From an optimization exercise on the open Yosys and OpenROAD flow, aimed at small area, a short achievable clock period and few clock cycles per item; shortcuts taken in it are not production practice.
Only simulation tests tie the RTL to the original design; equivalence was not proved.

File: flow/config.mk
export PLATFORM = sky130hd
export DESIGN_NAME = des_core
export DESIGN_NICKNAME = des_core
export VERILOG_FILES = /design/flow/design.v
export SDC_FILE = /design/flow/constraint.sdc
export NUM_CORES = 4
export LEC_CHECK = 0
export CAP_MARGIN = 20
export CORE_MARGIN = 2
export CORE_UTILIZATION = 55
export CTS_BUF_LIST = sky130_fd_sc_hd__clkbuf_4 sky130_fd_sc_hd__clkbuf_8
export SETUP_SLACK_MARGIN = 1.6
export SLEW_MARGIN = 20
export TNS_END_PERCENT = 5
File: flow/constraint.sdc
create_clock -name core_clock -period 4.0 [get_ports {clk}]
set_input_delay 0.8000 -clock core_clock [delete_from_list [all_inputs] [get_ports {clk}]]
set_output_delay 0.8000 -clock core_clock [all_outputs]
set_load 0.01 [all_outputs]
File: flow/design.v
package des_types_pkg;
	localparam int NUM_ROUNDS = 16;
	localparam logic MODE_ENCRYPT = 1'b0;
	localparam logic MODE_DECRYPT = 1'b1;
	localparam logic [1:0] ST_IDLE   = 2'd0;
	localparam logic [1:0] ST_ROUND  = 2'd1;
	localparam logic [1:0] ST_OUTPUT = 2'd2;
endpackage
package des_tables_pkg;
	localparam logic [64*7-1:0] IP_TABLE = {
		7'd58, 7'd50, 7'd42, 7'd34, 7'd26, 7'd18, 7'd10, 7'd2,
		7'd60, 7'd52, 7'd44, 7'd36, 7'd28, 7'd20, 7'd12, 7'd4,
		7'd62, 7'd54, 7'd46, 7'd38, 7'd30, 7'd22, 7'd14, 7'd6,
		7'd64, 7'd56, 7'd48, 7'd40, 7'd32, 7'd24, 7'd16, 7'd8,
		7'd57, 7'd49, 7'd41, 7'd33, 7'd25, 7'd17, 7'd9, 7'd1,
		7'd59, 7'd51, 7'd43, 7'd35, 7'd27, 7'd19, 7'd11, 7'd3,
		7'd61, 7'd53, 7'd45, 7'd37, 7'd29, 7'd21, 7'd13, 7'd5,
		7'd63, 7'd55, 7'd47, 7'd39, 7'd31, 7'd23, 7'd15, 7'd7
	};
	localparam logic [64*7-1:0] FP_TABLE = {
		7'd40, 7'd8, 7'd48, 7'd16, 7'd56, 7'd24, 7'd64, 7'd32,
		7'd39, 7'd7, 7'd47, 7'd15, 7'd55, 7'd23, 7'd63, 7'd31,
		7'd38, 7'd6, 7'd46, 7'd14, 7'd54, 7'd22, 7'd62, 7'd30,
		7'd37, 7'd5, 7'd45, 7'd13, 7'd53, 7'd21, 7'd61, 7'd29,
		7'd36, 7'd4, 7'd44, 7'd12, 7'd52, 7'd20, 7'd60, 7'd28,
		7'd35, 7'd3, 7'd43, 7'd11, 7'd51, 7'd19, 7'd59, 7'd27,
		7'd34, 7'd2, 7'd42, 7'd10, 7'd50, 7'd18, 7'd58, 7'd26,
		7'd33, 7'd1, 7'd41, 7'd9, 7'd49, 7'd17, 7'd57, 7'd25
	};
	localparam logic [56*7-1:0] PC1_TABLE = {
		7'd57, 7'd49, 7'd41, 7'd33, 7'd25, 7'd17, 7'd9, 7'd1,
		7'd58, 7'd50, 7'd42, 7'd34, 7'd26, 7'd18, 7'd10, 7'd2,
		7'd59, 7'd51, 7'd43, 7'd35, 7'd27, 7'd19, 7'd11, 7'd3,
		7'd60, 7'd52, 7'd44, 7'd36, 7'd63, 7'd55, 7'd47, 7'd39,
		7'd31, 7'd23, 7'd15, 7'd7, 7'd62, 7'd54, 7'd46, 7'd38,
		7'd30, 7'd22, 7'd14, 7'd6, 7'd61, 7'd53, 7'd45, 7'd37,
		7'd29, 7'd21, 7'd13, 7'd5, 7'd28, 7'd20, 7'd12, 7'd4
	};
	localparam logic [48*7-1:0] PC2_TABLE = {
		7'd14, 7'd17, 7'd11, 7'd24, 7'd1, 7'd5, 7'd3, 7'd28,
		7'd15, 7'd6, 7'd21, 7'd10, 7'd23, 7'd19, 7'd12, 7'd4,
		7'd26, 7'd8, 7'd16, 7'd7, 7'd27, 7'd20, 7'd13, 7'd2,
		7'd41, 7'd52, 7'd31, 7'd37, 7'd47, 7'd55, 7'd30, 7'd40,
		7'd51, 7'd45, 7'd33, 7'd48, 7'd44, 7'd49, 7'd39, 7'd56,
		7'd34, 7'd53, 7'd46, 7'd42, 7'd50, 7'd36, 7'd29, 7'd32
	};
	localparam logic [48*7-1:0] E_TABLE = {
		7'd32, 7'd1, 7'd2, 7'd3, 7'd4, 7'd5, 7'd4, 7'd5,
		7'd6, 7'd7, 7'd8, 7'd9, 7'd8, 7'd9, 7'd10, 7'd11,
		7'd12, 7'd13, 7'd12, 7'd13, 7'd14, 7'd15, 7'd16, 7'd17,
		7'd16, 7'd17, 7'd18, 7'd19, 7'd20, 7'd21, 7'd20, 7'd21,
		7'd22, 7'd23, 7'd24, 7'd25, 7'd24, 7'd25, 7'd26, 7'd27,
		7'd28, 7'd29, 7'd28, 7'd29, 7'd30, 7'd31, 7'd32, 7'd1
	};
	localparam logic [32*7-1:0] P_TABLE = {
		7'd16, 7'd7, 7'd20, 7'd21, 7'd29, 7'd12, 7'd28, 7'd17,
		7'd1, 7'd15, 7'd23, 7'd26, 7'd5, 7'd18, 7'd31, 7'd10,
		7'd2, 7'd8, 7'd24, 7'd14, 7'd32, 7'd27, 7'd3, 7'd9,
		7'd19, 7'd13, 7'd30, 7'd6, 7'd22, 7'd11, 7'd4, 7'd25
	};
	localparam logic [512*4-1:0] SBOX = {
		4'd14, 4'd4, 4'd13, 4'd1, 4'd2, 4'd15, 4'd11, 4'd8, 4'd3, 4'd10, 4'd6, 4'd12, 4'd5, 4'd9, 4'd0, 4'd7,
		4'd0, 4'd15, 4'd7, 4'd4, 4'd14, 4'd2, 4'd13, 4'd1, 4'd10, 4'd6, 4'd12, 4'd11, 4'd9, 4'd5, 4'd3, 4'd8,
		4'd4, 4'd1, 4'd14, 4'd8, 4'd13, 4'd6, 4'd2, 4'd11, 4'd15, 4'd12, 4'd9, 4'd7, 4'd3, 4'd10, 4'd5, 4'd0,
		4'd15, 4'd12, 4'd8, 4'd2, 4'd4, 4'd9, 4'd1, 4'd7, 4'd5, 4'd11, 4'd3, 4'd14, 4'd10, 4'd0, 4'd6, 4'd13,
		4'd15, 4'd1, 4'd8, 4'd14, 4'd6, 4'd11, 4'd3, 4'd4, 4'd9, 4'd7, 4'd2, 4'd13, 4'd12, 4'd0, 4'd5, 4'd10,
		4'd3, 4'd13, 4'd4, 4'd7, 4'd15, 4'd2, 4'd8, 4'd14, 4'd12, 4'd0, 4'd1, 4'd10, 4'd6, 4'd9, 4'd11, 4'd5,
		4'd0, 4'd14, 4'd7, 4'd11, 4'd10, 4'd4, 4'd13, 4'd1, 4'd5, 4'd8, 4'd12, 4'd6, 4'd9, 4'd3, 4'd2, 4'd15,
		4'd13, 4'd8, 4'd10, 4'd1, 4'd3, 4'd15, 4'd4, 4'd2, 4'd11, 4'd6, 4'd7, 4'd12, 4'd0, 4'd5, 4'd14, 4'd9,
		4'd10, 4'd0, 4'd9, 4'd14, 4'd6, 4'd3, 4'd15, 4'd5, 4'd1, 4'd13, 4'd12, 4'd7, 4'd11, 4'd4, 4'd2, 4'd8,
		4'd13, 4'd7, 4'd0, 4'd9, 4'd3, 4'd4, 4'd6, 4'd10, 4'd2, 4'd8, 4'd5, 4'd14, 4'd12, 4'd11, 4'd15, 4'd1,
		4'd13, 4'd6, 4'd4, 4'd9, 4'd8, 4'd15, 4'd3, 4'd0, 4'd11, 4'd1, 4'd2, 4'd12, 4'd5, 4'd10, 4'd14, 4'd7,
		4'd1, 4'd10, 4'd13, 4'd0, 4'd6, 4'd9, 4'd8, 4'd7, 4'd4, 4'd15, 4'd14, 4'd3, 4'd11, 4'd5, 4'd2, 4'd12,
		4'd7, 4'd13, 4'd14, 4'd3, 4'd0, 4'd6, 4'd9, 4'd10, 4'd1, 4'd2, 4'd8, 4'd5, 4'd11, 4'd12, 4'd4, 4'd15,
		4'd13, 4'd8, 4'd11, 4'd5, 4'd6, 4'd15, 4'd0, 4'd3, 4'd4, 4'd7, 4'd2, 4'd12, 4'd1, 4'd10, 4'd14, 4'd9,
		4'd10, 4'd6, 4'd9, 4'd0, 4'd12, 4'd11, 4'd7, 4'd13, 4'd15, 4'd1, 4'd3, 4'd14, 4'd5, 4'd2, 4'd8, 4'd4,
		4'd3, 4'd15, 4'd0, 4'd6, 4'd10, 4'd1, 4'd13, 4'd8, 4'd9, 4'd4, 4'd5, 4'd11, 4'd12, 4'd7, 4'd2, 4'd14,
		4'd2, 4'd12, 4'd4, 4'd1, 4'd7, 4'd10, 4'd11, 4'd6, 4'd8, 4'd5, 4'd3, 4'd15, 4'd13, 4'd0, 4'd14, 4'd9,
		4'd14, 4'd11, 4'd2, 4'd12, 4'd4, 4'd7, 4'd13, 4'd1, 4'd5, 4'd0, 4'd15, 4'd10, 4'd3, 4'd9, 4'd8, 4'd6,
		4'd4, 4'd2, 4'd1, 4'd11, 4'd10, 4'd13, 4'd7, 4'd8, 4'd15, 4'd9, 4'd12, 4'd5, 4'd6, 4'd3, 4'd0, 4'd14,
		4'd11, 4'd8, 4'd12, 4'd7, 4'd1, 4'd14, 4'd2, 4'd13, 4'd6, 4'd15, 4'd0, 4'd9, 4'd10, 4'd4, 4'd5, 4'd3,
		4'd12, 4'd1, 4'd10, 4'd15, 4'd9, 4'd2, 4'd6, 4'd8, 4'd0, 4'd13, 4'd3, 4'd4, 4'd14, 4'd7, 4'd5, 4'd11,
		4'd10, 4'd15, 4'd4, 4'd2, 4'd7, 4'd12, 4'd9, 4'd5, 4'd6, 4'd1, 4'd13, 4'd14, 4'd0, 4'd11, 4'd3, 4'd8,
		4'd9, 4'd14, 4'd15, 4'd5, 4'd2, 4'd8, 4'd12, 4'd3, 4'd7, 4'd0, 4'd4, 4'd10, 4'd1, 4'd13, 4'd11, 4'd6,
		4'd4, 4'd3, 4'd2, 4'd12, 4'd9, 4'd5, 4'd15, 4'd10, 4'd11, 4'd14, 4'd1, 4'd7, 4'd6, 4'd0, 4'd8, 4'd13,
		4'd4, 4'd11, 4'd2, 4'd14, 4'd15, 4'd0, 4'd8, 4'd13, 4'd3, 4'd12, 4'd9, 4'd7, 4'd5, 4'd10, 4'd6, 4'd1,
		4'd13, 4'd0, 4'd11, 4'd7, 4'd4, 4'd9, 4'd1, 4'd10, 4'd14, 4'd3, 4'd5, 4'd12, 4'd2, 4'd15, 4'd8, 4'd6,
		4'd1, 4'd4, 4'd11, 4'd13, 4'd12, 4'd3, 4'd7, 4'd14, 4'd10, 4'd15, 4'd6, 4'd8, 4'd0, 4'd5, 4'd9, 4'd2,
		4'd6, 4'd11, 4'd13, 4'd8, 4'd1, 4'd4, 4'd10, 4'd7, 4'd9, 4'd5, 4'd0, 4'd15, 4'd14, 4'd2, 4'd3, 4'd12,
		4'd13, 4'd2, 4'd8, 4'd4, 4'd6, 4'd15, 4'd11, 4'd1, 4'd10, 4'd9, 4'd3, 4'd14, 4'd5, 4'd0, 4'd12, 4'd7,
		4'd1, 4'd15, 4'd13, 4'd8, 4'd10, 4'd3, 4'd7, 4'd4, 4'd12, 4'd5, 4'd6, 4'd11, 4'd0, 4'd14, 4'd9, 4'd2,
		4'd7, 4'd11, 4'd4, 4'd1, 4'd9, 4'd12, 4'd14, 4'd2, 4'd0, 4'd6, 4'd10, 4'd13, 4'd15, 4'd3, 4'd5, 4'd8,
		4'd2, 4'd1, 4'd14, 4'd7, 4'd4, 4'd10, 4'd8, 4'd13, 4'd15, 4'd12, 4'd9, 4'd0, 4'd3, 4'd5, 4'd6, 4'd11
	};
	localparam logic [15:0] SHIFT_ONE_MASK = 16'b1000_0001_0000_0011;
endpackage
`timescale 1ns/1ps
module des_feistel
(
	input  logic [31:0] i_right,
	input  logic [47:0] i_subkey,
	output logic [31:0] o_f
);
	logic [47:0] expanded;
	logic [47:0] mixed;
	logic [31:0] sbox_out;
	always_comb
	begin
		for (int i = 0; i < 48; i++)
			expanded[47 - i] = i_right[32 - des_tables_pkg::E_TABLE[7 * (47 - i) +: 7]];
	end
	assign mixed = expanded ^ i_subkey;
	for (genvar b = 0; b < 8; b++)
	begin : g_sbox
		logic [5:0] grp;
		assign grp = mixed[47 - 6 * b -: 6];
		assign sbox_out[31 - 4 * b -: 4] =
			des_tables_pkg::SBOX[4 * (511 - 64 * b - {grp[5], grp[0], grp[4:1]}) +: 4];
	end
	always_comb
	begin
		for (int i = 0; i < 32; i++)
			o_f[31 - i] = sbox_out[32 - des_tables_pkg::P_TABLE[7 * (31 - i) +: 7]];
	end
endmodule
`timescale 1ns/1ps
module des_core
(
	input  logic        clk,
	input  logic        rst,
	input  logic        i_start,
	input  logic        i_mode,
	input  logic [63:0] i_key,
	input  logic [63:0] i_block,
	output logic        o_valid,
	output logic [63:0] o_block
);
	logic       act;
	logic       vld;
	logic [3:0] cnt;
	logic       mode_q;
	logic       act_next;
	logic       vld_next;
	logic       mode_next;
	logic       one_next;
	logic       sel_l1, sel_l2, sel_r1, sel_r2;
	assign vld_next  = act && !vld && (cnt == 4'd15);
	assign act_next  = act ? !vld : i_start;
	assign mode_next = act ? mode_q : i_mode;
	assign one_next  = !act || (cnt == 4'd6) || (cnt == 4'd13) || (cnt == 4'd14);
	always_ff @(posedge clk or posedge rst)
	begin
		if (rst)
		begin
			act    <= 1'b0;
			vld    <= 1'b0;
			sel_l1 <= 1'b0;
			sel_l2 <= 1'b0;
			sel_r1 <= 1'b0;
			sel_r2 <= 1'b0;
		end
		else
		begin
			act    <= act_next;
			vld    <= vld_next;
			sel_l1 <= act_next && !mode_next && one_next;
			sel_l2 <= act_next && !mode_next && !one_next;
			sel_r1 <= act_next && mode_next && one_next;
			sel_r2 <= act_next && mode_next && !one_next;
		end
	end
	always_ff @(posedge clk)
	begin
		mode_q <= mode_next;
		cnt    <= act ? cnt + 4'd1 : 4'd0;
	end
	logic [55:0] pc1_key;
	logic [55:0] cd;
	logic [55:0] cd_next;
	logic [27:0] c;
	logic [27:0] d;
	logic [47:0] subkey;
	always_comb
	begin
		for (int i = 0; i < 56; i++)
			pc1_key[55 - i] = i_key[64 - des_tables_pkg::PC1_TABLE[7 * (55 - i) +: 7]];
	end
	assign c = cd[55:28];
	assign d = cd[27:0];
	logic s_ld_d, s_ld_e;
	assign s_ld_d = !act && i_mode;
	assign s_ld_e = !act && !i_mode;
	assign cd_next =
		({56{s_ld_d}} & pc1_key) |
		({56{s_ld_e}} & {pc1_key[54:28], pc1_key[55], pc1_key[26:0], pc1_key[27]}) |
		({56{sel_l1}} & {c[26:0], c[27], d[26:0], d[27]}) |
		({56{sel_l2}} & {c[25:0], c[27:26], d[25:0], d[27:26]}) |
		({56{sel_r1}} & {c[0], c[27:1], d[0], d[27:1]}) |
		({56{sel_r2}} & {c[1:0], c[27:2], d[1:0], d[27:2]});
	always_ff @(posedge clk)
		cd <= cd_next;
	always_comb
	begin
		for (int i = 0; i < 48; i++)
			subkey[47 - i] = cd[56 - des_tables_pkg::PC2_TABLE[7 * (47 - i) +: 7]];
	end
	logic [31:0] l_q;
	logic [31:0] r_q;
	logic [31:0] f_out;
	logic [63:0] ip_block;
	logic [63:0] pre;
	logic [63:0] fp_block;
	always_comb
	begin
		for (int i = 0; i < 64; i++)
			ip_block[63 - i] = i_block[64 - des_tables_pkg::IP_TABLE[7 * (63 - i) +: 7]];
	end
	des_feistel u_feistel (
		.i_right  (r_q),
		.i_subkey (subkey),
		.o_f      (f_out)
	);
	always_ff @(posedge clk)
	begin
		if (!act)
		begin
			l_q <= ip_block[63:32];
			r_q <= ip_block[31:0];
		end
		else
		begin
			l_q <= r_q;
			r_q <= l_q ^ f_out;
		end
	end
	assign pre = {r_q, l_q};
	always_comb
	begin
		for (int i = 0; i < 64; i++)
			fp_block[63 - i] = pre[64 - des_tables_pkg::FP_TABLE[7 * (63 - i) +: 7]];
	end
	assign o_valid = vld;
	assign o_block = vld ? fp_block : 64'd0;
endmodule
File: flow/flow/run.sh
#!/bin/bash
# Own layout flow: the standard ORFS flow with two changes.
#  1. Synthesis: ORFS's synthesis script unchanged, but with an area-oriented ABC
#     script (flow/abc_map.script) and without the half/full-adder extraction.
#     a222oi is not used: its pins are hard to reach for the router.
#  2. Port buffers: buffer_ports uses the smallest buffer (buf_1).
# Every tool's output goes to the ORFS logs under orfs/logs and to flow_*.log here.
set -euo pipefail
WORK=$(pwd)
R=$WORK/orfs/results/$FLOW_PLATFORM/des_core/base

# private copy of the ORFS scripts folder for synthesis, with our ABC script
rm -rf "$WORK/synth_scripts"
cp -r "$FLOW_HOME/scripts" "$WORK/synth_scripts"
cp "$WORK/flow/abc_map.script" "$WORK/synth_scripts/abc_area.script"
sed -i 's/^set lib_dont_use_args ""$/set lib_dont_use_args "-dont_use sky130_fd_sc_hd__a222oi_1"/' \
	"$WORK/synth_scripts/synth_preamble.tcl"
grep -q 'a222oi' "$WORK/synth_scripts/synth_preamble.tcl"

SCRIPTS_DIR="$WORK/synth_scripts" ABC_AREA=1 ADDER_MAP_FILE= \
	bash standard.sh synth > "$WORK/flow_synth.log" 2>&1

BUFFER_PORTS_ARGS="-buffer_cell sky130_fd_sc_hd__buf_1" \
	bash standard.sh > "$WORK/flow_layout.log" 2>&1
File: flow/flow/abc_map.script
strash; &get -n; &fraig -x; &put; dc2; strash; &get -n; &dch -f; &nf -R 1000; &put
File: flow/standard.sh
#!/bin/bash
# synth_recipe.tcl (not shown) runs the flow's synth.tcl, then flattens the netlist and writes it again
# the make line also repeats each setting of config.mk as NAME=value (left out here)
make -C /OpenROAD-flow-scripts/flow DESIGN_CONFIG=/design/flow/config.mk WORK_HOME=/design/flow/orfs CLKGATE_MAP_FILE= SYNTH_SCRIPT=/design/flow/synth_recipe.tcl "${@:-finish}"
==> results of run 1 <==
==> cell families (layout without fill, tap and decap cells) <==
| family | count (synthesis) | in the layout | synth area share |
|---|---|---|---|
| AO/OA/AOI/OAI | 451 | 451 | 0.325 |
| AND/OR/NAND/NOR | 391 | 391 | 0.202 |
| flip-flops | 131 | 131 | 0.299 |
| XOR/XNOR | 130 | 130 | 0.128 |
| multiplexers | 35 | 35 | 0.0453 |
| buffers and inverters | 2 | 237 | 0.000845 |
==> final cells by class <==
type | instances | area share
timing repair buffer | 203 | 0.0780
sequential | 131 | 0.248
inverter | 2 | 0.000695
multi-input combinational | 1007 | 0.610
clock inverter | 15 | 0.0160
tap | 216 | 0.0250
clock buffer | 17 | 0.0217
==> layout by cell type (no fill, tap or decap), drive strengths merged, types with 5 or more instances in the layout <==
cell type and n:
dfxtp 125, a31oi 20, a21oi 109, a22oi 173, xnor2 64, nor3 15
a211oi 5, dfrtp 6, buf 203, nor2 116, o21ai 88, o211ai 17
clkinv 8, and2 67, nand3 83, xor2 66, inv 6, o22ai 10
clkbuf 17, nand2 97, mux2 32
==> stage by stage <==
stage	instance area [um2]	util	hold WS (ns)	worst slack, ns
2_1_floorplan	8900	-	0.439	1.66
3_3_place_gp	9960	0.629	0.450	1.32
3_5_place_dp	9990	0.631	0.458	1.36
4_1_cts	10500	0.664	0.160	1.46
5_1_grt	10800	0.682	0.178	1.42
6_report	10800	0.682	0.174	1.56
==> per-layer routing <==
| layer | vias to the layer above | GRT usage | share of wire |
|---|---|---|---|
| li1 | 4777 | - | - |
| met5 | - | 0 | 0 |
| met1 | 4651 | 0.444 | 0.43 |
| met4 | 0 | 0.0996 | 0.024 |
| met3 | 52 | 0.0613 | 0.095 |
| met2 | 568 | 0.494 | 0.45 |
==> sequential cells by signal (all words and copies together), names as in the netlist <==
signal and cells:
r_q 32, l_q 32, mode_q 1, vld 1, sel_l2 1, sel_r1 1
sel_l1 1, cnt 4, sel_r2 1, cd 56, act 1
==> what timing repair did <==
item,CTS,global route
endpoints found under the hold margin,0,0
buffers inserted,1,2
pin swaps,0,2
endpoints found under the setup margin,62,79
resized for setup,19,46
hold buffers,0,0
==> worst paths after layout <==
check,from,endpoint,slack (ns)
worst min register to register,cnt[0]$_SDFF_PN0_,cnt[0]$_SDFF_PN0_,0.47
max in group asynchronous,rst,vld$_DFF_PP0_,3.66
worst max-delay path,vld$_DFF_PP0_,o_block[35],1.56
min in group core_clock,cnt[0]$_SDFF_PN0_,cnt[0]$_SDFF_PN0_,0.47
worst max register to register,cd[9]$_DFF_P_,r_q[29]$_DFF_P_,1.57
worst min-delay path,rst,sel_r2$_DFF_PP0_,0.17
==> worst max-delay path: cells and delay by family (launching register included) <==
family        cells  cell delay, ns
buf+inv           2            0.44
flops             1            0.54
simple gates      1            0.19
==> flow_metrics.tcl, run 1 <==
set metrics [dict create \
    synth_flop_cell "sky130_fd_sc_hd__dfxtp_1" \
    final-max-slew-violation-count 0 \
    synth.largest_area_cell "sky130_fd_sc_hd__dfxtp_1" \
    netlist_area_mm2 0.00888 \
    worst_skew_pair.late_latency_ns 0.47 \
    grtUsageTotal 0.317 \
    fillers 1382 \
    multiInputGateArea_mm2 0.00659 \
    run_status "complete, no violations" \
    number_of_global_route_vias_before_repair 8866 \
    routed_wire_length_per_instance_um 17.6 \
    numClockSinks 131 \
    dr_total_vias 10000 \
    max-clock-path-buffers 2 \
    max-slew-margin-rel 0.336 \
    core_area_mm2 0.0158 \
    global_route_wire_length_before_repair_um 44700 \
    routabilityCongestion 0.964 \
    yosys.cell_types.count 42 \
    worst-setup-path-type "flop to output port" \
    flops_latches_synth 131 \
    largest_fanout_of_any_net_on_the_critical_path 20 \
    setup_viol 0 \
    critical_path_arrival_ns 1.64 \
    skew_ns 0.0190 \
    total_i_o_pin_count 197 \
    overflow 0 \
    finish.cell_count_without_fillers 1591 \
    mappedNetlistNets 1272 \
    drtPass1Iterations 7 \
    cap_viol_max_count 0 \
    starting_density_of_the_core 0.561 \
    most_instantiated_library_cell_after_synthesis "sky130_fd_sc_hd__a22oi_1" \
    async_flop_share 0.0458 \
    synth_largest_type_area_fraction 0.282 \
    final-hold-violation-count 0 \
    synth.top_cells.by_area "sky130_fd_sc_hd__dfxtp_1 28%, sky130_fd_sc_hd__a22oi_1 15%, sky130_fd_sc_hd__xor2_1 6.5%, sky130_fd_sc_hd__xnor2_1 6.3%, sky130_fd_sc_hd__a21oi_1 6.1%" \
    die-width_um 131 \
    cts.reportedPaths.clkPinSlew_ns 0.09 \
    cts-buffers-inserted 17 \
    min_period_ns 2.44 \
    worst_path_largest_cell_delay_ns 0.54 \
    synthTopCellsByCount "173 x sky130_fd_sc_hd__a22oi_1, 125 x sky130_fd_sc_hd__dfxtp_1, 116 x sky130_fd_sc_hd__nor2_1" \
    syn2layout_area_growth_pct 21.6 \
    endpoint_kind "output port" \
    syn_avg_cell_area_um2 7.79 \
    y_dimension_of_the_die_um 131 \
    worst_ep_required_time_ns 3.20 \
    antenna_found_initial 0 \
    grt_start_max_net_pins 57 \
    cp_cell_sequence "buf_4, and2_0, buf_1" \
    cts_htree_levels 4 \
    cts_root_buffer "sky130_fd_sc_hd__clkbuf_8" \
    drt_drc_violations_left 0 \
    tritoncts "yes" \
    placed_cells 1556 \
    placement.io_buffers 188 \
    setup.worst_path.start_class "flop" \
    cpMaxStageDelayCell "sky130_fd_sc_hd__dfrtp_4" \
    postRouteWirelength_um 28100 \
    min_period_over_period 0.610 \
    die-area_mm2 0.0172 \
    antenna_violating_nets_post_route 0 \
    route.detailed.vias_per_inst 6.32 \
    yosys_warnings 2 \
    std_cell_rows 46 \
    drive_above_1_share 0.0785 \
    fin_nets 1494 \
    timing_worst_slew_pin_value_ns 0.996 \
    min-delay-path-class "input port to async pin" \
    synth_enable_flop_cells 0 \
    timing.fmax_ghz 0.410 \
    detailedPlacementHpwl_um 20300 \
    netlist_instances 1140 \
    detailedRoute.firstIterationViolations 1146 \
    worst_r2r_path_depth 10 \
    area.sequential_mm2 0.00268 \
    number_of_diodes 0 \
    ys_seq_area_frac 0.299 \
    grt_setup_unrepaired "yes" \
    setup_tns_ns 0 \
]
Testbench counts, summed over its fixed seeds: cycles 43,200, items 2,400.
==> run 2: changes to the inputs <==
--- a/flow/config.mk
+++ b/flow/config.mk
@@ -7,8 +7,8 @@
 export LEC_CHECK = 0
 export CAP_MARGIN = 20
 export CORE_MARGIN = 2
-export CORE_UTILIZATION = 55
+export CORE_UTILIZATION = 65
 export CTS_BUF_LIST = sky130_fd_sc_hd__clkbuf_4 sky130_fd_sc_hd__clkbuf_8
-export SETUP_SLACK_MARGIN = 1.6
+export PLACE_DENSITY = 0.75
+export SETUP_SLACK_MARGIN = 1.5
 export SLEW_MARGIN = 20
-export TNS_END_PERCENT = 5
==> flow_metrics.tcl, run 2 <==
set metrics [dict create \
    die-area_mm2 0.0146 \
    cts_htree_levels 4 \
    placed_cells 1515 \
    synth.largest_area_cell "sky130_fd_sc_hd__dfxtp_1" \
    ys_seq_area_frac 0.299 \
    worst_skew_pair.late_latency_ns 0.47 \
    syn2layout_area_growth_pct 22.0 \
    number_of_flip_flops_under_the_largest_register_name 56 \
    synth_flop_cell "sky130_fd_sc_hd__dfxtp_1" \
    endpoint_kind "flop" \
    min-delay-path-class "input port to async pin" \
    skew_ns 0.00829 \
    largest_fanout_of_any_net_on_the_critical_path 13 \
    dr_total_vias 10300 \
    layout.cells.most_common_list "188 x sky130_fd_sc_hd__buf_1, 173 x sky130_fd_sc_hd__a22oi_1, 115 x sky130_fd_sc_hd__nor2_1" \
    cap_viol_max_count 0 \
    setup_tns_ns 0 \
    number_of_diodes 0 \
    registers.top_by_ff_count "cd" \
    die-width_um 121 \
    starting_density_of_the_core 0.668 \
    mappedNetlistNets 1272 \
    synth_enable_flop_cells 0 \
    drtPass1Iterations 8 \
    max-clock-path-buffers 2 \
    layout.cells.most_common "sky130_fd_sc_hd__buf_1" \
    yosys_warnings 2 \
    wirelength_met1_um 11300 \
    met3RoutedLength_um 3280 \
    overflow 0 \
    route.detailed.vias_per_inst 6.63 \
    numClockSinks 131 \
    timing.fmax_ghz 0.395 \
    max-slew-margin-rel 0.302 \
    detailedRoute.firstIterationViolations 1554 \
    core_area_mm2 0.0133 \
    drt_drc_violations_left 0 \
    timing_worst_slew_pin_value_ns 1.04 \
    critical_path_arrival_ns 2.86 \
    yosys.cell_types.count 42 \
    synth_largest_type_area_fraction 0.282 \
    antenna_violating_nets_post_route 0 \
    min_period_ns 2.53 \
    largestRegisters "cd: 56 flops, l_q: 32 flops, r_q: 32 flops" \
    antenna_found_initial 0 \
    postRouteWirelength_um 29000 \
    run_status "complete, no violations" \
    finish.cell_count_without_fillers 1552 \
    netlist_instances 1140 \
    most_instantiated_library_cell_after_synthesis "sky130_fd_sc_hd__a22oi_1" \
    grt_start_max_net_pins 57 \
    cts_root_buffer "sky130_fd_sc_hd__clkbuf_8" \
    tritoncts "yes" \
    worst_ep_required_time_ns 4.32 \
    y_dimension_of_the_die_um 121 \
    routabilityCongestion 1.02 \
    final.hold.worst_slack_ns 0.168 \
    netlist_area_mm2 0.00888 \
    fin_nets 1495 \
    global_route_wire_length_before_repair_um 44300 \
    total_i_o_pin_count 197 \
    cts.reportedPaths.clkPinSlew_ns 0.09 \
    min_period_over_period 0.633 \
    setup.worst_path.start_class "flop" \
    std_cell_rows 42 \
    route.met2.wl_um 13500 \
    async_flop_share 0.0458 \
    final-hold-violation-count 0 \
    worst-setup-path-type "flop to flop" \
    placement.io_buffers 188 \
    setup_viol 0 \
    detailedPlacementHpwl_um 19700 \
    grtUsageTotal 0.380 \
    grt_setup_unrepaired "yes" \
    cts-buffers-inserted 17 \
    syn_avg_cell_area_um2 7.79 \
    routed_wire_length_per_instance_um 18.7 \
    synth.top_cells.by_area "sky130_fd_sc_hd__dfxtp_1 28%, sky130_fd_sc_hd__a22oi_1 15%, sky130_fd_sc_hd__xor2_1 6.5%, sky130_fd_sc_hd__xnor2_1 6.3%, sky130_fd_sc_hd__a21oi_1 6.1%" \
    highest-signal-layer "met4" \
    synthTopCellsByCount "173 x sky130_fd_sc_hd__a22oi_1, 125 x sky130_fd_sc_hd__dfxtp_1, 116 x sky130_fd_sc_hd__nor2_1" \
    drive_above_1_share 0.0814 \
    flops_latches_synth 131 \
    number_of_global_route_vias_before_repair 8953 \
    final-max-slew-violation-count 0 \
]
run 2: cell counts after synthesis:
No cell type changed its count.
run 2: final cells by class:
cell class / count / area [um2]
multi-input cells: 1007 / 6640
flip-flops and latches: 131 / 2700
fillers: 924 / 2460
repair buffers: 204 / 875
clock buffers: 17 / 234
well taps: 176 / 220
clock inverters: 15 / 164
inverters: 2 / 7.51
run 2: logic make-up (layout without fill, tap and decap cells):
| kind of cell | count (synthesis) | in the layout | synth area share |
|---|---|---|---|
| and+or+nand+nor | 391 | 391 | 0.202 |
| AOI/OAI and AO/OA | 451 | 451 | 0.325 |
| DFF | 131 | 131 | 0.299 |
| muxes | 35 | 35 | 0.0453 |
| xor gates and xnor gates | 130 | 130 | 0.128 |
| buffers and inverters | 2 | 238 | 0.000845 |
run 2: stage by stage:
stage          utilization  instance area, um2  setup WS (ns)
2_1_floorplan            -                8900           1.66
3_3_place_gp         0.746                9910           1.38
3_5_place_dp         0.746                9910           1.40
4_1_cts              0.785               10400           1.50
5_1_grt              0.815               10800           1.45
6_report             0.815               10800           1.47
run 2: layer usage:
metal / track usage / vias to the layer above
met5: 0 / -
met4: 0.142 / 0
met3: 0.100 / 87
met2: 0.603 / 671
met1: 0.496 / 4751
li1: - / 4773
run 2: path summary, 6_finish.rpt:
| check | to | cells after the start | slack [ns] | from |
|---|---|---|---|---|
| setup / recovery | r_q[23]$_DFF_P_ | 8 | 1.47 | r_q[31]$_DFF_P_ |
| min in group core_clock | cnt[0]$_SDFF_PN0_ | 1 | 0.49 | cnt[0]$_SDFF_PN0_ |
| hold / removal | act$_DFF_PP0_ | 2 | 0.17 | rst |
| max in group asynchronous | vld$_DFF_PP0_ | 2 | 3.67 | rst |
| hold reg to reg | cnt[0]$_SDFF_PN0_ | 1 | 0.49 | cnt[0]$_SDFF_PN0_ |
| setup reg to reg | r_q[23]$_DFF_P_ | 8 | 1.47 | r_q[31]$_DFF_P_ |
run 2: what timing repair did:
item,4_1_cts,5_1_grt
hold buffers,0,0
endpoints found under the setup margin,72,50
gates resized for setup,14,62
setup buffers,2,2
pin swaps,0,2
hold endpoints to repair,0,0
run 2: worst max-delay path, stage by stage, from the launching register on:
cell,delay (ns)
sky130_fd_sc_hd__dfxtp_1,0.53
sky130_fd_sc_hd__xor2_1,0.82
sky130_fd_sc_hd__nor2_1,0.12
sky130_fd_sc_hd__o21ai_0,0.13
sky130_fd_sc_hd__a21oi_1,0.09
sky130_fd_sc_hd__a311oi_1,0.30
sky130_fd_sc_hd__a21oi_1,0.09
sky130_fd_sc_hd__xor2_1,0.19
sky130_fd_sc_hd__a21oi_1,0.10
==> run 3: changes to the inputs <==
--- a/flow/config.mk
+++ b/flow/config.mk
@@ -7,8 +7,7 @@
 export LEC_CHECK = 0
 export CAP_MARGIN = 20
 export CORE_MARGIN = 2
-export CORE_UTILIZATION = 65
+export CORE_UTILIZATION = 45
 export CTS_BUF_LIST = sky130_fd_sc_hd__clkbuf_4 sky130_fd_sc_hd__clkbuf_8
-export PLACE_DENSITY = 0.75
 export SETUP_SLACK_MARGIN = 1.5
 export SLEW_MARGIN = 20
==> flow_metrics.tcl, run 3 <==
set metrics [dict create \
    skew_ns 0.0144 \
    min-delay-path-class "input port to async pin" \
    largestRegisters "cd: 56 flops, l_q: 32 flops, r_q: 32 flops" \
    largest_fanout_of_any_net_on_the_critical_path 8 \
    starting_density_of_the_core 0.458 \
    routed_wire_length_per_instance_um 18.2 \
    die-width_um 145 \
    dr_total_vias 9784 \
    cts-buffers-inserted 17 \
    fin_nets 1493 \
    detailedPlace.worstSlack_ns 1.30 \
    reg2reg_setup_slack_ns 1.61 \
    synth_flop_cell "sky130_fd_sc_hd__dfxtp_1" \
    overflow 0 \
    synth_largest_type_area_fraction 0.282 \
    grt_setup_unrepaired "yes" \
    setup.worst_path.start_class "flop" \
    reg_to_reg_endpoint "r_q[25]$_DFF_P_" \
    final-hold-violation-count 0 \
    synthTopCellsByCount "173 x sky130_fd_sc_hd__a22oi_1, 125 x sky130_fd_sc_hd__dfxtp_1, 116 x sky130_fd_sc_hd__nor2_1" \
    layout.cells.most_common "sky130_fd_sc_hd__buf_1" \
    setup_viol 0 \
    min_period_over_period 0.598 \
    tritoncts "yes" \
    final-max-slew-violation-count 0 \
    final.hold.worst_slack_ns 0.175 \
    cts_htree_levels 4 \
    synth.largest_area_cell "sky130_fd_sc_hd__dfxtp_1" \
    yosys_warnings 2 \
    critical_path_arrival_ns 2.80 \
    antenna_found_initial 1 \
    core_utilization_of_the_finished_layout 0.563 \
    netlist_instances 1140 \
    r2r_start "r_q[7]$_DFF_P_" \
    cts.reportedPaths.clkPinSlew_ns 0.09 \
    layout.cells.most_common_list "188 x sky130_fd_sc_hd__buf_1, 173 x sky130_fd_sc_hd__a22oi_1, 115 x sky130_fd_sc_hd__nor2_1" \
    antenna_violating_nets_post_route 0 \
    max-slew-margin-rel 0.375 \
    cap_viol_max_count 0 \
    number_of_flip_flops_under_the_largest_register_name 56 \
    worst_ep_required_time_ns 4.40 \
    timing.fmax_ghz 0.418 \
    most_instantiated_library_cell_after_synthesis "sky130_fd_sc_hd__a22oi_1" \
    routabilityCongestion 0.939 \
    synth_enable_flop_cells 0 \
    worst_r2r_path_depth 7 \
    number_of_global_route_vias_before_repair 8742 \
    die-area_mm2 0.0209 \
    worst_skew_pair.late_latency_ns 0.47 \
    total_i_o_pin_count 197 \
    mappedNetlistNets 1272 \
    syn_avg_cell_area_um2 7.79 \
    run_status "complete, no violations" \
    setup_tns_ns 0 \
    placement.io_buffers 188 \
    global_route_wire_length_before_repair_um 46200 \
    netlist_area_mm2 0.00888 \
    core_area_mm2 0.0194 \
    flops_latches_synth 131 \
    drive_above_1_share 0.0830 \
    y_dimension_of_the_die_um 145 \
    worst-setup-path-type "flop to flop" \
    numClockSinks 131 \
    async_flop_share 0.0458 \
    min_period_ns 2.39 \
    final_critical_path_setup_slack_ns 1.61 \
    endpoint_kind "flop" \
    detailedRoute.firstIterationViolations 949 \
    detailedPlacementHpwl_um 20900 \
    postRouteWirelength_um 29800 \
    number_of_diodes 0 \
    drtPass1Iterations 6 \
    timing_worst_slew_pin_value_ns 0.931 \
    grt_start_max_net_pins 57 \
    cts_root_buffer "sky130_fd_sc_hd__clkbuf_8" \
    yosys.cell_types.count 42 \
    ys_seq_area_frac 0.299 \
    registers.top_by_ff_count "cd" \
    drt_drc_violations_left 0 \
    std_cell_rows 51 \
    synth.top_cells.by_area "sky130_fd_sc_hd__dfxtp_1 28%, sky130_fd_sc_hd__a22oi_1 15%, sky130_fd_sc_hd__xor2_1 6.5%, sky130_fd_sc_hd__xnor2_1 6.3%, sky130_fd_sc_hd__a21oi_1 6.1%" \
    route.detailed.vias_per_inst 5.97 \
    syn2layout_area_growth_pct 22.9 \
    grtUsageTotal 0.281 \
    max-clock-path-buffers 2 \
]
==> run 3: final cells by class <==
cell class | count | area [um2]
clock buffer | 17 | 234
clock inverter | 15 | 151
fill | 1900 | 8480
inverter | 2 | 7.51
multi-input combinational | 1007 | 6630
sequential | 131 | 2700
tap | 265 | 332
timing repair buffer | 202 | 876
==> run 3: what timing repair did <==
action                     in CTS  in global routing
hold buffers                    0                  0
gates resized for setup        15                 61
setup buffers                   3                  0
setup endpoints to repair      77                 26
==> run 3: routing by layer <==
metal / up-vias / global-route usage / part of all wire
li1: 4778 / - / -
met1: 4516 / 0.402 / 0.46
met2: 459 / 0.441 / 0.45
met3: 31 / 0.0513 / 0.077
met4: 0 / 0.0613 / 0.014
met5: - / 0 / 0
==> run 3: through the flow <==
step	cells	area [um2]
floorplan	1140	8900
global placement	1603	10000
detailed placement	1603	10000
CTS	1638	10600
global route	1639	10900
finish	1639	10900
==> run 3: worst max path at each step <==
stage	from	to	slack (ns)	depth (start not counted)
final	r_q[7]$_DFF_P_	r_q[25]$_DFF_P_	1.61	7
after global routing	cd[11]$_DFF_P_	r_q[21]$_DFF_P_	1.44	10
after global placement	r_q[6]$_DFF_P_	r_q[25]$_DFF_P_	1.30	10
after detailed placement	r_q[6]$_DFF_P_	r_q[25]$_DFF_P_	1.30	10
after CTS	r_q[0]$_DFF_P_	r_q[27]$_DFF_P_	1.52	9
after floorplan	act$_DFF_PP0_	sel_l2$_DFF_PP0_	1.66	4
==> run 3: cell families after synthesis <==
family | share of synthesized area
AOI/OAI and AO/OA | 0.325
and+or+nand+nor | 0.202
DFF | 0.299
xor gates and xnor gates | 0.128
muxes | 0.0453
buffers and inverters | 0.000845
==> run 3: critical path: stages, from the launching register on <==
cell and delay, ns:
sky130_fd_sc_hd__dfxtp_1 0.63, sky130_fd_sc_hd__xor2_1 0.57, sky130_fd_sc_hd__nor3_1 0.17, sky130_fd_sc_hd__a211o_1 0.33, sky130_fd_sc_hd__a21oi_1 0.17, sky130_fd_sc_hd__a31oi_2 0.10, sky130_fd_sc_hd__xor2_1 0.22, sky130_fd_sc_hd__a21oi_1 0.14
==> run 4: changes to the inputs <==
--- a/flow/flow/run.sh
+++ b/flow/flow/run.sh
@@ -4,6 +4,7 @@
 #     script (flow/abc_map.script) and without the half/full-adder extraction.
 #     a222oi is not used: its pins are hard to reach for the router.
 #  2. Port buffers: buffer_ports uses the smallest buffer (buf_1).
+#  3. Clock tree: clkbuf_4/clkbuf_8 only, and no dummy loads.
 # Every tool's output goes to the ORFS logs under orfs/logs and to flow_*.log here.
 set -euo pipefail
 WORK=$(pwd)
@@ -21,4 +22,5 @@
 	bash standard.sh synth > "$WORK/flow_synth.log" 2>&1
 
 BUFFER_PORTS_ARGS="-buffer_cell sky130_fd_sc_hd__buf_1" \
+	CTS_ARGS="-sink_clustering_enable -repair_clock_nets -buf_list {sky130_fd_sc_hd__clkbuf_4 sky130_fd_sc_hd__clkbuf_8} -dont_use_dummy_load" \
 	bash standard.sh > "$WORK/flow_layout.log" 2>&1
--- a/flow/config.mk
+++ b/flow/config.mk
@@ -7,7 +7,7 @@
 export LEC_CHECK = 0
 export CAP_MARGIN = 20
 export CORE_MARGIN = 2
-export CORE_UTILIZATION = 45
+export CORE_UTILIZATION = 55
 export CTS_BUF_LIST = sky130_fd_sc_hd__clkbuf_4 sky130_fd_sc_hd__clkbuf_8
 export SETUP_SLACK_MARGIN = 1.5
 export SLEW_MARGIN = 20
==> flow_metrics.tcl, run 4 <==
set metrics [dict create \
    final-hold-violation-count 0 \
    setup_tns_ns 0 \
    timing_worst_slew_pin_value_ns 0.983 \
    synthTopCellsByCount "173 x sky130_fd_sc_hd__a22oi_1, 125 x sky130_fd_sc_hd__dfxtp_1, 116 x sky130_fd_sc_hd__nor2_1" \
    yosys_warnings 2 \
    yosys.cell_types.count 42 \
    number_of_flip_flops_under_the_largest_register_name 56 \
    largest_fanout_of_any_net_on_the_critical_path 20 \
    synth.top_cells.by_area "sky130_fd_sc_hd__dfxtp_1 28%, sky130_fd_sc_hd__a22oi_1 15%, sky130_fd_sc_hd__xor2_1 6.5%, sky130_fd_sc_hd__xnor2_1 6.3%, sky130_fd_sc_hd__a21oi_1 6.1%" \
    drt_drc_violations_left 0 \
    cts-hold-fix-buffers 0 \
    number_of_diodes 0 \
    numClockSinks 131 \
    final.hold.worst_slack_ns 0.182 \
    postRouteWirelength_um 27900 \
    cp_cell_sequence "buf_4, and2_0, buf_1" \
    placement.io_buffers 188 \
    antenna_violating_nets_post_route 0 \
    mappedNetlistNets 1272 \
    run_status "complete, no violations" \
    setup_viol 0 \
    min-delay-path-class "input port to async pin" \
    synth_flop_cell "sky130_fd_sc_hd__dfxtp_1" \
    max-slew-margin-rel 0.344 \
    global_route_wire_length_before_repair_um 44100 \
    async_flop_share 0.0458 \
    skew_ns 0.0407 \
    starting_density_of_the_core 0.561 \
    setup.worst_path.start_class "flop" \
    syn2layout_area_growth_pct 19.9 \
    core_area_mm2 0.0158 \
    route.detailed.vias_per_inst 6.36 \
    antenna_found_initial 0 \
    largestRegisters "cd: 56 flops, l_q: 32 flops, r_q: 32 flops" \
    worst_skew_pair.late_latency_ns 0.45 \
    min_period_over_period 0.604 \
    layout.cells.most_common "sky130_fd_sc_hd__buf_1" \
    grt_start_max_net_pins 57 \
    layout.cell_area.non_filler_mm2 0.0106 \
    worst_path_largest_cell_delay_ns 0.53 \
    timing.fmax_ghz 0.414 \
    number_of_global_route_vias_before_repair 8814 \
    synth_largest_type_area_fraction 0.282 \
    dr_total_vias 10000 \
    worst_ep_required_time_ns 3.20 \
    tritoncts "yes" \
    max-clock-path-buffers 2 \
    final-max-slew-violation-count 0 \
    routabilityCongestion 0.964 \
    netlist_instances 1140 \
    total_i_o_pin_count 197 \
    routed_wire_length_per_instance_um 17.7 \
    most_instantiated_library_cell_after_synthesis "sky130_fd_sc_hd__a22oi_1" \
    grt_setup_unrepaired "yes" \
    registers.top_by_ff_count "cd" \
    netlist_area_mm2 0.00888 \
    timing.critical_path.max_delay_family "flip-flops" \
    critical_path_buf_inv_count 2 \
    grtUsageTotal 0.313 \
    detailedRoute.firstIterationViolations 1145 \
    cts.reportedPaths.clkPinSlew_ns 0.09 \
    std_cell_rows 46 \
    y_dimension_of_the_die_um 131 \
    synth.largest_area_cell "sky130_fd_sc_hd__dfxtp_1" \
    reg2reg_setup_slack_ns 1.60 \
    critical_path_arrival_ns 1.62 \
    drive_above_1_share 0.0684 \
    overflow 0 \
    multiInputGateArea_mm2 0.00661 \
    ys_seq_area_frac 0.299 \
    cap_viol_max_count 0 \
    endpoint_kind "output port" \
    detailedPlacementHpwl_um 20300 \
    cts-buffers-inserted 17 \
    fillers 1412 \
    drtPass1Iterations 8 \
    cts_root_buffer "sky130_fd_sc_hd__clkbuf_8" \
    flops_latches_synth 131 \
    layout.cells.most_common_list "188 x sky130_fd_sc_hd__buf_1, 173 x sky130_fd_sc_hd__a22oi_1, 115 x sky130_fd_sc_hd__nor2_1" \
    die-width_um 131 \
    area.sequential_mm2 0.00268 \
    die-area_mm2 0.0172 \
    worst-setup-path-type "flop to output port" \
    cpMaxStageDelayCell "sky130_fd_sc_hd__dfrtp_4" \
    cts_htree_levels 4 \
    placedInstanceArea_mm2 0.00999 \
    fin_nets 1494 \
    syn_avg_cell_area_um2 7.79 \
    synth_enable_flop_cells 0 \
    min_period_ns 2.42 \
]
run 4: cell count changes in the layout (fill, tap and decap cells not counted), moves of 3 or more:
cell	change
sky130_fd_sc_hd__inv_6	-6
sky130_fd_sc_hd__dfxtp_2	-5
sky130_fd_sc_hd__buf_4	+3
sky130_fd_sc_hd__inv_8	-6
sky130_fd_sc_hd__dfxtp_1	+7
run 4: per-layer routing:
layer	vias to the layer above	GRT usage	part of all wire
met5	-	0	0
met4	0	0.109	0.029
met3	66	0.0718	0.10
met2	592	0.480	0.44
met1	4595	0.434	0.43
li1	4768	-	-
run 4: timing repair:
item                                    in CTS  in global routing
buffers inserted                             1                  2
pin swaps                                    0                  1
endpoints found under the setup margin      54                 30
resized for setup                           15                 53
run 4: metrics by stage:
step                utilization  worst slack [ns]  std cells
floorplan                     -              1.66       1140
global placement          0.629              1.32       1555
detailed placement        0.631              1.36       1556
CTS                       0.653              1.49       1574
global route              0.673              1.40       1576
finish                    0.673              1.58       1576
run 4: area by class of cell:
| type | instances | share of cell area |
|---|---|---|
| multi-input cells | 1007 | 0.621 |
| clock buffers | 17 | 0.0220 |
| flip-flops and latches | 131 | 0.252 |
| repair buffers | 203 | 0.0791 |
| inverters | 2 | 0.000705 |
| well taps | 216 | 0.0254 |
run 4: path summary, 6_finish.rpt:
check | from | end | cells past startpoint
max reg2reg | r_q[13]$_DFF_P_ | r_q[29]$_DFF_P_ | 10
min in group core_clock | cnt[0]$_SDFF_PN0_ | cnt[0]$_SDFF_PN0_ | 1
max | vld$_DFF_PP0_ | o_block[35] | 3
max in group asynchronous | rst | act$_DFF_PP0_ | 2
min reg2reg | cnt[0]$_SDFF_PN0_ | cnt[0]$_SDFF_PN0_ | 1
min | rst | vld$_DFF_PP0_ | 2
run 4: logic make-up after synthesis:
kind of cell,Yosys count,synth area share
xor+xnor,130,0.128
compound gates,451,0.325
mux,35,0.0453
flops,131,0.299
simple gates,391,0.202
buf+inv,2,0.000845
==> run 5: changes to the inputs <==
--- a/flow/config.mk
+++ b/flow/config.mk
@@ -7,7 +7,7 @@
 export LEC_CHECK = 0
 export CAP_MARGIN = 20
 export CORE_MARGIN = 2
-export CORE_UTILIZATION = 55
+export CORE_UTILIZATION = 45
 export CTS_BUF_LIST = sky130_fd_sc_hd__clkbuf_4 sky130_fd_sc_hd__clkbuf_8
 export SETUP_SLACK_MARGIN = 1.5
 export SLEW_MARGIN = 20
==> flow_metrics.tcl, run 5 <==
set metrics [dict create \
    run_status "complete, no violations" \
    mappedNetlistNets 1272 \
    tritoncts "yes" \
    synth.largest_area_cell "sky130_fd_sc_hd__dfxtp_1" \
    synthTopCellsByCount "173 x sky130_fd_sc_hd__a22oi_1, 125 x sky130_fd_sc_hd__dfxtp_1, 116 x sky130_fd_sc_hd__nor2_1" \
    cp_cell_sequence "xor2_2, nor2_1, xnor2_1, a211o_1, nor3b_1, a21oi_1, xnor2_1, a21oi_1" \
    timing.critical_path.max_delay_family "compound AO/OA/AOI/OAI gates" \
    cts.reportedPaths.clkPinSlew_ns 0.10 \
    final-max-slew-violation-count 0 \
    syn_avg_cell_area_um2 7.79 \
    number_of_global_route_vias_before_repair 8741 \
    cts_htree_levels 4 \
    y_dimension_of_the_die_um 145 \
    synth.top_cells.by_area "sky130_fd_sc_hd__dfxtp_1 28%, sky130_fd_sc_hd__a22oi_1 15%, sky130_fd_sc_hd__xor2_1 6.5%, sky130_fd_sc_hd__xnor2_1 6.3%, sky130_fd_sc_hd__a21oi_1 6.1%" \
    number_of_diodes 0 \
    core_utilization_of_the_finished_layout 0.556 \
    critical_path_arrival_ns 2.73 \
    worst_path_largest_cell_delay_ns 0.57 \
    final-hold-violation-count 0 \
    synth_enable_flop_cells 0 \
    largest_fanout_of_any_net_on_the_critical_path 5 \
    drt_drc_violations_left 0 \
    std_cell_rows 51 \
    placement.io_buffers 188 \
    reg2reg_setup_slack_ns 1.58 \
    synth_flop_cell "sky130_fd_sc_hd__dfxtp_1" \
    synth_largest_type_area_fraction 0.282 \
    routabilityCongestion 0.939 \
    cpMaxStageDelayCell "sky130_fd_sc_hd__dfxtp_1" \
    cts-buffers-inserted 17 \
    worst-setup-path-type "flop to flop" \
    r2r_start "r_q[25]$_DFF_P_" \
    grt_start_max_net_pins 57 \
    registers.top_by_ff_count "cd" \
    detailedRoute.firstIterationViolations 857 \
    routed_wire_length_per_instance_um 18.3 \
    core_area_mm2 0.0194 \
    netlist_instances 1140 \
    yosys.cell_types.count 42 \
    detailedPlacementHpwl_um 20900 \
    die-width_um 145 \
    grt_setup_unrepaired "yes" \
    global_route_wire_length_before_repair_um 46000 \
    numClockSinks 131 \
    antenna_violating_nets_post_route 0 \
    async_flop_share 0.0458 \
    most_instantiated_library_cell_after_synthesis "sky130_fd_sc_hd__a22oi_1" \
    cap_viol_max_count 0 \
    skew_ns 0.0322 \
    reg_to_reg_endpoint "r_q[4]$_DFF_P_" \
    antenna_found_initial 1 \
    min-delay-path-class "input port to async pin" \
    postRouteWirelength_um 29800 \
    flops_latches_synth 131 \
    dr_total_vias 9779 \
    worst_ep_required_time_ns 4.31 \
    total_i_o_pin_count 197 \
    setup.worst_path.start_class "flop" \
    fin_nets 1493 \
    max-clock-path-buffers 2 \
    drtPass1Iterations 6 \
    worst_r2r_path_depth 8 \
    netlist_area_mm2 0.00888 \
    min_period_ns 2.42 \
    drive_above_1_share 0.0699 \
    cts_root_buffer "sky130_fd_sc_hd__clkbuf_8" \
    min_period_over_period 0.604 \
    starting_density_of_the_core 0.458 \
    layout.cells.most_common "sky130_fd_sc_hd__buf_1" \
    max-slew-margin-rel 0.380 \
    yosys_warnings 2 \
    worst_skew_pair.late_latency_ns 0.46 \
    setup_viol 0 \
    timing_worst_slew_pin_value_ns 0.924 \
    die-area_mm2 0.0209 \
    syn2layout_area_growth_pct 21.4 \
    setup_tns_ns 0 \
    timing.fmax_ghz 0.414 \
    grtUsageTotal 0.280 \
    layout.cells.most_common_list "188 x sky130_fd_sc_hd__buf_1, 173 x sky130_fd_sc_hd__a22oi_1, 115 x sky130_fd_sc_hd__nor2_1" \
    endpoint_kind "flop" \
    number_of_flip_flops_under_the_largest_register_name 56 \
    ys_seq_area_frac 0.299 \
    overflow 0 \
    critical_path_buf_inv_count 0 \
    largestRegisters "cd: 56 flops, l_q: 32 flops, r_q: 32 flops" \
    route.detailed.vias_per_inst 6.02 \
]
[run 5: cell types whose count changed in the layout (fill, tap and decap cells not counted), sizes merged]
cell  before  now
buf      203  202
[run 5: metrics by stage]
stage / std cells / setup WS, ns / cell area (um2) / hold slack [ns]
after detailed placement: 1603 / 1.30 / 10000 / 0.465
after global routing: 1624 / 1.45 / 10800 / 0.169
after floorplan: 1140 / 1.66 / 8900 / 0.439
final: 1624 / 1.58 / 10800 / 0.175
after CTS: 1623 / 1.51 / 10400 / 0.159
after global placement: 1603 / 1.30 / 10000 / 0.454
[run 5: how the worst max path moves through the flow]
stage                               start                to  slack (ns)  depth (start not counted)
final                     r_q[25]$_DFF_P_    r_q[4]$_DFF_P_        1.58                          8
after global routing       cd[11]$_DFF_P_   r_q[21]$_DFF_P_        1.45                         10
after CTS                 r_q[20]$_DFF_P_    r_q[8]$_DFF_P_        1.51                          8
after detailed placement   r_q[6]$_DFF_P_   r_q[25]$_DFF_P_        1.30                         10
after global placement     r_q[6]$_DFF_P_   r_q[25]$_DFF_P_        1.30                         10
after floorplan             act$_DFF_PP0_  sel_l2$_DFF_PP0_        1.66                          4
[run 5: cell families (layout without fill, tap and decap cells)]
kind of cell,count (synthesis),after routing,synth area share
flip-flops,131,131,0.299
buffers and inverters,2,221,0.000845
XOR/XNOR,130,130,0.128
AO/OA/AOI/OAI,451,451,0.325
AND/OR/NAND/NOR,391,391,0.202
multiplexers,35,35,0.0453
[run 5: final cells by class]
| class | instances | area [um2] |
|---|---|---|
| fill | 1913 | 8610 |
| multi-input combinational | 1007 | 6660 |
| timing repair buffer | 202 | 876 |
| clock buffer | 17 | 234 |
| inverter | 2 | 7.51 |
| sequential | 131 | 2690 |
| tap | 265 | 332 |
[run 5: per-layer routing]
metal,vias to the layer above,share of wire,track usage
met5,-,0,0
met4,0,0.013,0.0736
met3,29,0.075,0.0447
met2,416,0.45,0.438
met1,4572,0.46,0.401
li1,4762,-,-
[run 5: repair_timing]
action / in CTS / in global routing
hold buffers: 0 / 0
hold endpoints to repair: 0 / 0
resized for setup: 14 / 58
setup buffers: 3 / 0
endpoints found under the setup margin: 76 / 27
==> run 6: changes to the inputs <==
--- a/flow/config.mk
+++ b/flow/config.mk
@@ -7,7 +7,7 @@
 export LEC_CHECK = 0
 export CAP_MARGIN = 20
 export CORE_MARGIN = 2
-export CORE_UTILIZATION = 45
+export CORE_UTILIZATION = 40
 export CTS_BUF_LIST = sky130_fd_sc_hd__clkbuf_4 sky130_fd_sc_hd__clkbuf_8
 export SETUP_SLACK_MARGIN = 1.5
 export SLEW_MARGIN = 20
==> flow_metrics.tcl, run 6 <==
set metrics [dict create \
    final-max-slew-violation-count 0 \
    die-width_um 153 \
    final-hold-violation-count 0 \
    number_of_flip_flops_under_the_largest_register_name 56 \
    layout.cells.most_common_list "188 x sky130_fd_sc_hd__buf_1, 173 x sky130_fd_sc_hd__a22oi_1, 115 x sky130_fd_sc_hd__nor2_1" \
    netlist_area_mm2 0.00888 \
    finish.cell_count_without_fillers 1642 \
    registers.top_by_ff_count "cd" \
    worst_skew_pair.late_latency_ns 0.47 \
    most_instantiated_library_cell_after_synthesis "sky130_fd_sc_hd__a22oi_1" \
    detailedRoute.firstIterationViolations 987 \
    cts.reportedPaths.clkPinSlew_ns 0.10 \
    min_period_over_period 0.598 \
    total_i_o_pin_count 197 \
    max-clock-path-buffers 2 \
    routed_wire_length_per_instance_um 18.3 \
    cpMaxStageDelayCell "sky130_fd_sc_hd__dfxtp_1" \
    syn2layout_area_growth_pct 22.4 \
    detailedPlacementHpwl_um 21100 \
    postRouteWirelength_um 30100 \
    endpoint_kind "flop" \
    mappedNetlistNets 1272 \
    synth_enable_flop_cells 0 \
    timing_worst_slew_pin_value_ns 0.883 \
    final_critical_path_setup_slack_ns 1.61 \
    route.detailed.vias_per_inst 6.03 \
    setup_tns_ns 0 \
    die-area_mm2 0.0234 \
    cap_viol_max_count 0 \
    placed_cells 1617 \
    timing.critical_path.max_delay_family "compound AO/OA/AOI/OAI gates" \
    dr_total_vias 9898 \
    largestRegisters "cd: 56 flops, l_q: 32 flops, r_q: 32 flops" \
    routabilityCongestion 0.939 \
    antenna_found_initial 0 \
    flops_latches_synth 131 \
    core_area_mm2 0.0218 \
    reg2reg_setup_slack_ns 1.61 \
    reg_to_reg_endpoint "r_q[4]$_DFF_P_" \
    worst_ep_required_time_ns 4.32 \
    worst-setup-path-type "flop to flop" \
    fin_nets 1495 \
    syn_avg_cell_area_um2 7.79 \
    async_flop_share 0.0458 \
    antenna_violating_nets_post_route 0 \
    worst_r2r_path_depth 8 \
    yosys.cell_types.count 42 \
    cts-buffers-inserted 17 \
    y_dimension_of_the_die_um 153 \
    numClockSinks 131 \
    min_period_ns 2.39 \
    grtUsageTotal 0.248 \
    synth_largest_type_area_fraction 0.282 \
    number_of_global_route_vias_before_repair 8670 \
    fillers 2165 \
    grt_start_max_net_pins 59 \
    skew_ns 0.0451 \
    run_status "complete, no violations" \
    setup.worst_path.start_class "flop" \
    synth.largest_area_cell "sky130_fd_sc_hd__dfxtp_1" \
    largest_fanout_of_any_net_on_the_critical_path 16 \
    netlist_instances 1140 \
    layout.cells.most_common "sky130_fd_sc_hd__buf_1" \
    critical_path_buf_inv_count 1 \
    synthTopCellsByCount "173 x sky130_fd_sc_hd__a22oi_1, 125 x sky130_fd_sc_hd__dfxtp_1, 116 x sky130_fd_sc_hd__nor2_1" \
    worst_path_largest_cell_delay_ns 0.59 \
    timing.fmax_ghz 0.418 \
    final.hold.worst_slack_ns 0.167 \
    std_cell_rows 54 \
    r2r_start "r_q[27]$_DFF_P_" \
    drt_drc_violations_left 0 \
    drtPass1Iterations 10 \
    tritoncts "yes" \
    critical_path_arrival_ns 2.71 \
    cts-hold-fix-buffers 0 \
    synth.top_cells.by_area "sky130_fd_sc_hd__dfxtp_1 28%, sky130_fd_sc_hd__a22oi_1 15%, sky130_fd_sc_hd__xor2_1 6.5%, sky130_fd_sc_hd__xnor2_1 6.3%, sky130_fd_sc_hd__a21oi_1 6.1%" \
    synth_flop_cell "sky130_fd_sc_hd__dfxtp_1" \
    detailedPlace.worstSlack_ns 1.22 \
    cts_root_buffer "sky130_fd_sc_hd__clkbuf_8" \
    drive_above_1_share 0.0779 \
    yosys_warnings 2 \
    global_route_wire_length_before_repair_um 46800 \
    cp_cell_sequence "xor2_1, buf_4, xnor2_1, a211o_1, nor3b_1, a21oi_1, xnor2_1, a21oi_1" \
    placement.io_buffers 188 \
    min-delay-path-class "input port to async pin" \
    setup_viol 0 \
    cts_htree_levels 4 \
    grt_setup_unrepaired "yes" \
    starting_density_of_the_core 0.407 \
    overflow 0 \
    ys_seq_area_frac 0.299 \
    max-slew-margin-rel 0.407 \
]
[run 6: final cells by class]
class | count | area (um2) | area share
Sequential cell | 131 | 2690 | 0.247
Antenna cell | 1 | 2.50 | 0.000230
Clock buffer | 17 | 234 | 0.0215
Multi-Input combinational cell | 1007 | 6680 | 0.615
Inverter | 2 | 7.51 | 0.000690
Timing Repair Buffer | 204 | 911 | 0.0838
Tap cell | 280 | 350 | 0.0322
[run 6: worst reg2reg max path: stages (launching register included)]
cell and delay, ns:
sky130_fd_sc_hd__dfxtp_1 0.59, sky130_fd_sc_hd__xor2_1 0.19, sky130_fd_sc_hd__buf_4 0.22, sky130_fd_sc_hd__xnor2_1 0.09, sky130_fd_sc_hd__a211o_1 0.30, sky130_fd_sc_hd__nor3b_1 0.14, sky130_fd_sc_hd__a21oi_1 0.45, sky130_fd_sc_hd__xnor2_1 0.18
sky130_fd_sc_hd__a21oi_1 0.08
[run 6: how the worst max path moves through the flow]
stage                  endpoint            start  cells after the start
6_report         r_q[4]$_DFF_P_  r_q[27]$_DFF_P_                      8
5_1_grt         r_q[29]$_DFF_P_    cd[4]$_DFF_P_                      9
4_1_cts         r_q[25]$_DFF_P_   r_q[6]$_DFF_P_                     10
3_5_place_dp    r_q[24]$_DFF_P_  r_q[15]$_DFF_P_                      7
3_3_place_gp    r_q[24]$_DFF_P_  r_q[15]$_DFF_P_                      7
2_1_floorplan  sel_l2$_DFF_PP0_    act$_DFF_PP0_                      4
[run 6: timing repair]
action,in CTS,in global routing
pin swaps,0,1
setup endpoints to repair,78,29
gates resized for setup,16,66
buffers inserted,3,2
[run 6: cells by family (layout without fill, tap and decap cells)]
kind of cell	after synthesis	count (layout)	share of synthesized area
flops	131	131	0.299
compound gates	451	451	0.325
other cells	0	1	0
buf+inv	2	223	0.000845
mux	35	35	0.0453
xor+xnor	130	130	0.128
simple gates	391	391	0.202
[run 6: layer usage]
| metal | wire [um] | global-route usage | vias up | part of all wire |
|---|---|---|---|---|
| li1 | - | - | 4767 | - |
| met1 | 13500 | 0.357 | 4609 | 0.45 |
| met2 | 13800 | 0.388 | 487 | 0.46 |
| met3 | 2380 | 0.0377 | 35 | 0.079 |
| met4 | 414 | 0.0613 | 0 | 0.014 |
| met5 | 0 | 0 | - | 0 |
[run 6: stage by stage]
step / instance area [um2] / utilization
2_1_floorplan: 8900 / -
3_5_place_dp: 10000 / 0.460
6_report: 10900 / 0.498
3_3_place_gp: 10000 / 0.460
4_1_cts: 10400 / 0.478
5_1_grt: 10900 / 0.498

port drivers added, routing unchanged:
The results above use ideal ports. As a check the final layouts listed here were re-extracted and re-timed, cells and wires unchanged.
Step 1: set_driving_cell puts a clkbuf_16 on clk and a buf_2 on each other input, an assumption about the parent block.
Step 2 moves the port delays by t, midway between the first and last clock arrival at a register: inputs arrive t later, outputs are due t later. That takes back most of the time a late clock gives input paths.
a / b / c = no drivers / after step 1 / after step 2; a / b = the first two.
run | t (ns) | slack for setup (ns) | worst setup path after step 2 | clock arrival spread, ns | worst register clock-pin slew, ns
run 1 | 0.497 | 1.558 / 1.519 / 1.531 | input to register | 0.019 / 0.019 | 0.09 / 0.09
run 2 | 0.506 | 1.469 / 1.469 / 1.469 | register to register | 0.009 / 0.008 | 0.09 / 0.09
run 3 | 0.504 | 1.606 / 1.606 / 1.606 | register to register | 0.015 / 0.015 | 0.10 / 0.10
run 4 | 0.474 | 1.583 / 1.543 / 1.549 | input to register | 0.041 / 0.041 | 0.09 / 0.09
run 5 | 0.489 | 1.582 / 1.582 / 1.582 | register to register | 0.033 / 0.034 | 0.10 / 0.10
run 6 | 0.492 | 1.607 / 1.607 / 1.607 | register to register | 0.045 / 0.046 | 0.10 / 0.10
After both steps setup and hold are still met in every run listed. For run 4, which loses most, drivers alone change the setup slack by -0.040 ns; drivers and shift together by -0.034 ns.
